Background: an optimization exercise with open tools, aiming at small area, a short achievable clock period and few clock cycles per item. Do not read the settings as production practice. RTL that was checked went through simulation tests only; none was proved equivalent to the original. Power is estimated from default activity; no workload was simulated.

==> run a <==
==> flow/design.v <==
module dmem_responder #(
  parameter int DATA_W     = 32,
  parameter int DM_ADDRESS = 9,
  parameter int MEM_LAT    = 2
) (
  input  logic                  clk,
  input  logic                  reset,
  input  logic                  req_valid,
  output logic                  req_ready,
  input  logic                  req_we,
  input  logic [2:0]            req_funct3,
  input  logic [DM_ADDRESS-1:0] req_addr,
  input  logic [DATA_W-1:0]     req_wdata,
  output logic                  rsp_valid,
  input  logic                  rsp_ready,
  output logic [DATA_W-1:0]     rsp_rdata,
  output logic                  rsp_err
);
  localparam int WAW = DM_ADDRESS - 2;        
  localparam int NW  = 2**WAW;                
  localparam int HW  = WAW / 2;               
  localparam int LW  = WAW - HW;              
  localparam int NH  = 2**HW;
  localparam int NL  = 2**LW;
  logic a_en;
  logic            r_byte, r_half, r_word, r_illegal, r_wr;
  logic [1:0]      r_off;
  logic [3:0]      r_lwe;
  logic [3:0][7:0] r_wd;
  logic [NH-1:0]   r_hi;
  logic [NL-1:0]   r_lo;
  always_comb begin
    r_byte    = (req_funct3[1:0] == 2'b00);
    r_half    = (req_funct3[1:0] == 2'b01);
    r_word    = (req_funct3 == 3'b010);
    r_illegal = !(r_byte || r_half || r_word);
    r_off     = r_word ? 2'b00 : r_half ? {req_addr[1], 1'b0} : req_addr[1:0];
    r_wr      = req_valid && req_we && !r_illegal;
    for (int l = 0; l < 4; l++) begin
      r_lwe[l] = r_wr && (r_word ||
                          (r_half && (r_off[1] == 1'(l >> 1))) ||
                          (r_byte && (r_off == 2'(l))));
      r_wd[l]  = r_word ? req_wdata[8*l +: 8] :
                 r_half ? req_wdata[8*(l%2) +: 8] :
                          req_wdata[7:0];
    end
    for (int h = 0; h < NH; h++)
      r_hi[h] = (req_addr[DM_ADDRESS-1 -: HW] == HW'(h));
    for (int j = 0; j < NL; j++)
      r_lo[j] = (req_addr[2 +: LW] == LW'(j));
  end
  logic              a_v;
  logic [3:0]        a_lwe;
  logic [3:0][7:0]   a_wd;
  logic [NH-1:0]     a_hi;
  logic [NL-1:0]     a_lo;
  logic              a_ld, a_err, a_byte, a_half, a_sgn;
  logic [1:0]        a_off;
  always_ff @(posedge clk)
    if (a_en) begin
      a_wd   <= r_wd;
      a_hi   <= r_hi;
      a_lo   <= r_lo;
      a_ld   <= !req_we && !r_illegal;
      a_err  <= r_illegal;
      a_byte <= r_byte;
      a_half <= r_half;
      a_sgn  <= !req_funct3[2];
      a_off  <= r_off;
    end
  logic [NW-1:0]             wl;
  logic [NW-1:0][DATA_W-1:0] mem;
  logic [DATA_W-1:0]         rword;
  genvar i, l;
  generate
    for (i = 0; i < NW; i++) begin : g_word
      assign wl[i] = a_hi[i / NL] && a_lo[i % NL];
      for (l = 0; l < 4; l++) begin : g_byte
        always_ff @(posedge clk)
          if (wl[i] && a_lwe[l]) mem[i][8*l +: 8] <= a_wd[l];
      end
    end
  endgenerate
  logic [NH-1:0][DATA_W-1:0] grp;
  genvar h;
  generate
    for (h = 0; h < NH; h++) begin : g_grp
      always_comb begin
        logic [DATA_W-1:0] acc;
        acc = '0;
        for (int j = 0; j < NL; j++)
          acc = acc | ({DATA_W{a_lo[j]}} & mem[h*NL + j]);
        grp[h] = acc;
      end
    end
  endgenerate
  always_comb begin
    rword = '0;
    for (int k = 0; k < NH; k++)
      rword = rword | ({DATA_W{a_hi[k]}} & grp[k]);
  end
  logic              b_v, h_v, s_v;
  logic              b_en;
  logic [DATA_W-1:0] b_word;
  logic              b_ld, b_err, b_byte, b_half, b_sgn;
  logic [1:0]        b_off;
  assign b_en = !(b_v && s_v);
  assign a_en = !(a_v && b_v && s_v);
  always_ff @(posedge clk)
    if (b_en) begin
      b_word <= rword;
      b_ld   <= a_ld;
      b_err  <= a_err;
      b_byte <= a_byte;
      b_half <= a_half;
      b_sgn  <= a_sgn;
      b_off  <= a_off;
    end
  logic [7:0]        bsel;
  logic [15:0]       hsel;
  logic [DATA_W-1:0] res;
  always_comb begin
    bsel = b_word[{b_off, 3'b000} +: 8];
    hsel = b_word[{b_off[1], 4'b0000} +: 16];
    res  = '0;
    if (b_ld) begin
      if (b_byte)
        res = {{(DATA_W-8){b_sgn && bsel[7]}}, bsel};
      else if (b_half)
        res = {{(DATA_W-16){b_sgn && hsel[15]}}, hsel};
      else
        res = b_word;
    end
  end
  logic [DATA_W-1:0] s_rdata;
  logic              s_err;
  logic              push, pop;
  assign push = b_v && !s_v;
  assign pop  = h_v && rsp_ready;
  always_ff @(posedge clk)
    if (!s_v) begin
      s_rdata <= res;
      s_err   <= b_err;
    end
  always_ff @(posedge clk)
    if (pop || !h_v) begin
      rsp_rdata <= s_v ? s_rdata : res;
      rsp_err   <= s_v ? s_err   : b_err;
    end
  logic a_v_n, b_v_n, h_v_n, s_v_n;
  always_comb begin
    a_v_n = a_en ? req_valid : a_v;
    b_v_n = b_en ? a_v : b_v;
    h_v_n = s_v || push || (h_v && !pop);
    s_v_n = s_v ? !pop : (push && h_v && !pop);
    if (reset) begin
      a_v_n = 1'b0;
      b_v_n = 1'b0;
      h_v_n = 1'b0;
      s_v_n = 1'b0;
    end
  end
  always_ff @(posedge clk) begin
    a_v       <= a_v_n;
    b_v       <= b_v_n;
    h_v       <= h_v_n;
    s_v       <= s_v_n;
    req_ready <= !(a_v_n && b_v_n && s_v_n);
    if (reset)          a_lwe <= '0;
    else if (a_en)      a_lwe <= r_lwe;
  end
  assign rsp_valid = h_v;
endmodule
==> flow/run.sh <==
#!/bin/bash
# synth_recipe.tcl (not shown) runs the flow's synth.tcl, then flattens the netlist and writes it again
# the make line also repeats each setting of config.mk as NAME=value (left out here)
make -C /OpenROAD-flow-scripts/flow DESIGN_CONFIG=/design/flow/config.mk WORK_HOME=/design/flow/orfs CLKGATE_MAP_FILE= SYNTH_SCRIPT=/design/flow/synth_recipe.tcl finish
==> flow/config.mk <==
export PLATFORM = sky130hd
export DESIGN_NAME = dmem_responder
export DESIGN_NICKNAME = dmem_responder
export VERILOG_FILES = /design/flow/design.v
export SDC_FILE = /design/flow/constraint.sdc
export NUM_CORES = 4
export LEC_CHECK = 0
export CAP_MARGIN = 20
export CORE_MARGIN = 2
export CORE_UTILIZATION = 55
export CTS_CLUSTER_DIAMETER = 150
export CTS_CLUSTER_SIZE = 30
export PLACE_DENSITY = 0.65
export SETUP_SLACK_MARGIN = 5
export SLEW_MARGIN = 20
==> flow/constraint.sdc <==
create_clock -name core_clock -period 8.0 [get_ports {clk}]
set_input_delay 1.6000 -clock core_clock [delete_from_list [all_inputs] [get_ports {clk}]]
set_output_delay 1.6000 -clock core_clock [all_outputs]
set_load 0.01 [all_outputs]
==> inputs of run b, as changes to run a <==
--- a/flow/design.v
+++ b/flow/design.v
@@ -22,6 +22,8 @@
   localparam int LW  = WAW - HW;              
   localparam int NH  = 2**HW;
   localparam int NL  = 2**LW;
+  localparam int NS  = 2;                  
+  localparam int GS  = NH / NS;             
   logic a_en;
   logic            r_byte, r_half, r_word, r_illegal, r_wr;
   logic [1:0]      r_off;
@@ -29,6 +31,7 @@
   logic [3:0][7:0] r_wd;
   logic [NH-1:0]   r_hi;
   logic [NL-1:0]   r_lo;
+  logic [NS-1:0][NL-1:0] r_los;
   always_comb begin
     r_byte    = (req_funct3[1:0] == 2'b00);
     r_half    = (req_funct3[1:0] == 2'b01);
@@ -49,18 +52,24 @@
     for (int j = 0; j < NL; j++)
       r_lo[j] = (req_addr[2 +: LW] == LW'(j));
   end
+  genvar s;
+  generate
+    for (s = 0; s < NS; s++) begin : g_los
+      assign r_los[s] = (req_addr[DM_ADDRESS-1 -: $clog2(NS)] == $clog2(NS)'(s)) ? r_lo : '0;
+    end
+  endgenerate
   logic              a_v;
   logic [3:0]        a_lwe;
   logic [3:0][7:0]   a_wd;
   logic [NH-1:0]     a_hi;
-  logic [NL-1:0]     a_lo;
+  logic [NS-1:0][NL-1:0] a_lo;    
   logic              a_ld, a_err, a_byte, a_half, a_sgn;
   logic [1:0]        a_off;
   always_ff @(posedge clk)
     if (a_en) begin
       a_wd   <= r_wd;
       a_hi   <= r_hi;
-      a_lo   <= r_lo;
+      a_lo   <= r_los;
       a_ld   <= !req_we && !r_illegal;
       a_err  <= r_illegal;
       a_byte <= r_byte;
@@ -74,7 +83,7 @@
   genvar i, l;
   generate
     for (i = 0; i < NW; i++) begin : g_word
-      assign wl[i] = a_hi[i / NL] && a_lo[i % NL];
+      assign wl[i] = a_hi[i / NL] && a_lo[i / (NL*GS)][i % NL];
       for (l = 0; l < 4; l++) begin : g_byte
         always_ff @(posedge clk)
           if (wl[i] && a_lwe[l]) mem[i][8*l +: 8] <= a_wd[l];
@@ -89,7 +98,7 @@
         logic [DATA_W-1:0] acc;
         acc = '0;
         for (int j = 0; j < NL; j++)
-          acc = acc | ({DATA_W{a_lo[j]}} & mem[h*NL + j]);
+          acc = acc | ({DATA_W{a_lo[h / GS][j]}} & mem[h*NL + j]);
         grp[h] = acc;
       end
     end
==> flow/flow/run.sh (new file) <==
#!/bin/bash
# Standard layout, with TritonCTS told to space clock buffers further
# apart (fewer, longer clock-tree segments and a lower insertion delay).
set -e
export CTS_BUF_DISTANCE=200
bash standard.sh > standard.log 2>&1
==> flow/standard.sh (new file) <==
#!/bin/bash
# synth_recipe.tcl (not shown) runs the flow's synth.tcl, then flattens the netlist and writes it again
# the make line also repeats each setting of config.mk as NAME=value (left out here)
make -C /OpenROAD-flow-scripts/flow DESIGN_CONFIG=/design/flow/config.mk WORK_HOME=/design/flow/orfs CLKGATE_MAP_FILE= SYNTH_SCRIPT=/design/flow/synth_recipe.tcl "${@:-finish}"
removed: flow/run.sh
==> qor summary <==
Setup Slack @ Placement: run b 3.92 ns; run a 4.01 ns
Clock latency of the later-clocked register in the worst-skew pair: run b 0.86 ns; run a 0.90 ns
TritonCTS sink count: run b 4289; run a 4273
Height of the die: run b 539 um; run a 537 um
R2R setup slack: run b 4.93 ns; run a 4.87 ns
Worst-path clk slew: run b 0.11 ns; run a 0.12 ns
Number of global-route vias before repair: run b 78900; run a 77100
Delay of the slowest cell on the worst path: run b 0.46 ns; run a 0.43 ns
Result of the run: run b complete, no violations; run a complete, no violations
Total Power: run b 0.0369 W; run a 0.0371 W
Sw frac: run b 20.7%; run a 21.0%
Met3 wire length: run b 24800 um; run a 33700 um
Wire length reported by the detailed router: run b 372000 um; run a 375000 um
Multiplexer fraction of the synthesized cell area: run b 0.300%; run a 0.245%
Initial Utilization: run b 55.3%; run a 55.3%
Final WS setup: run b 4.91 ns; run a 4.87 ns
Switching Power: run b 0.00762 W; run a 0.00780 W
Buffering stage count on the worst path with inverters included: run b 1; run a 2
Testbench counts of run b, summed over its fixed seeds: cycles 12,024, items 12,000.
Function not checked in run a: the RTL went through the layout flow alone.

[separate check: timing with driven ports]
In the flow no input, the clock included, has a driving cell. The finished layouts below were timed again as built, in two steps. Step 1: set_driving_cell puts a clkbuf_16 on clk and a buf_2 on each other input, an assumption about the parent block. Step 2 adds t to the input delays and takes it off the output delays; t is the mean of the earliest and latest rising clock arrival at the registers after step 1. Input paths then give back, and output paths get back, about the clock's delay inside the block. Three values: no drivers, after step 1, after step 2; two values: the first two.
| run | t, ns | setup slack, ns | pins driven straight from the clock port |
|---|---|---|---|
| run a | 0.975 | 4.874 / 4.823 / 4.191 | 1 |
| run b | 0.936 | 4.906 / 4.809 / 4.386 | 1 |
After both steps setup and hold are still met in every run listed. For run a, which loses most, drivers alone change the setup slack by -0.051 ns; drivers and shift together by -0.683 ns.
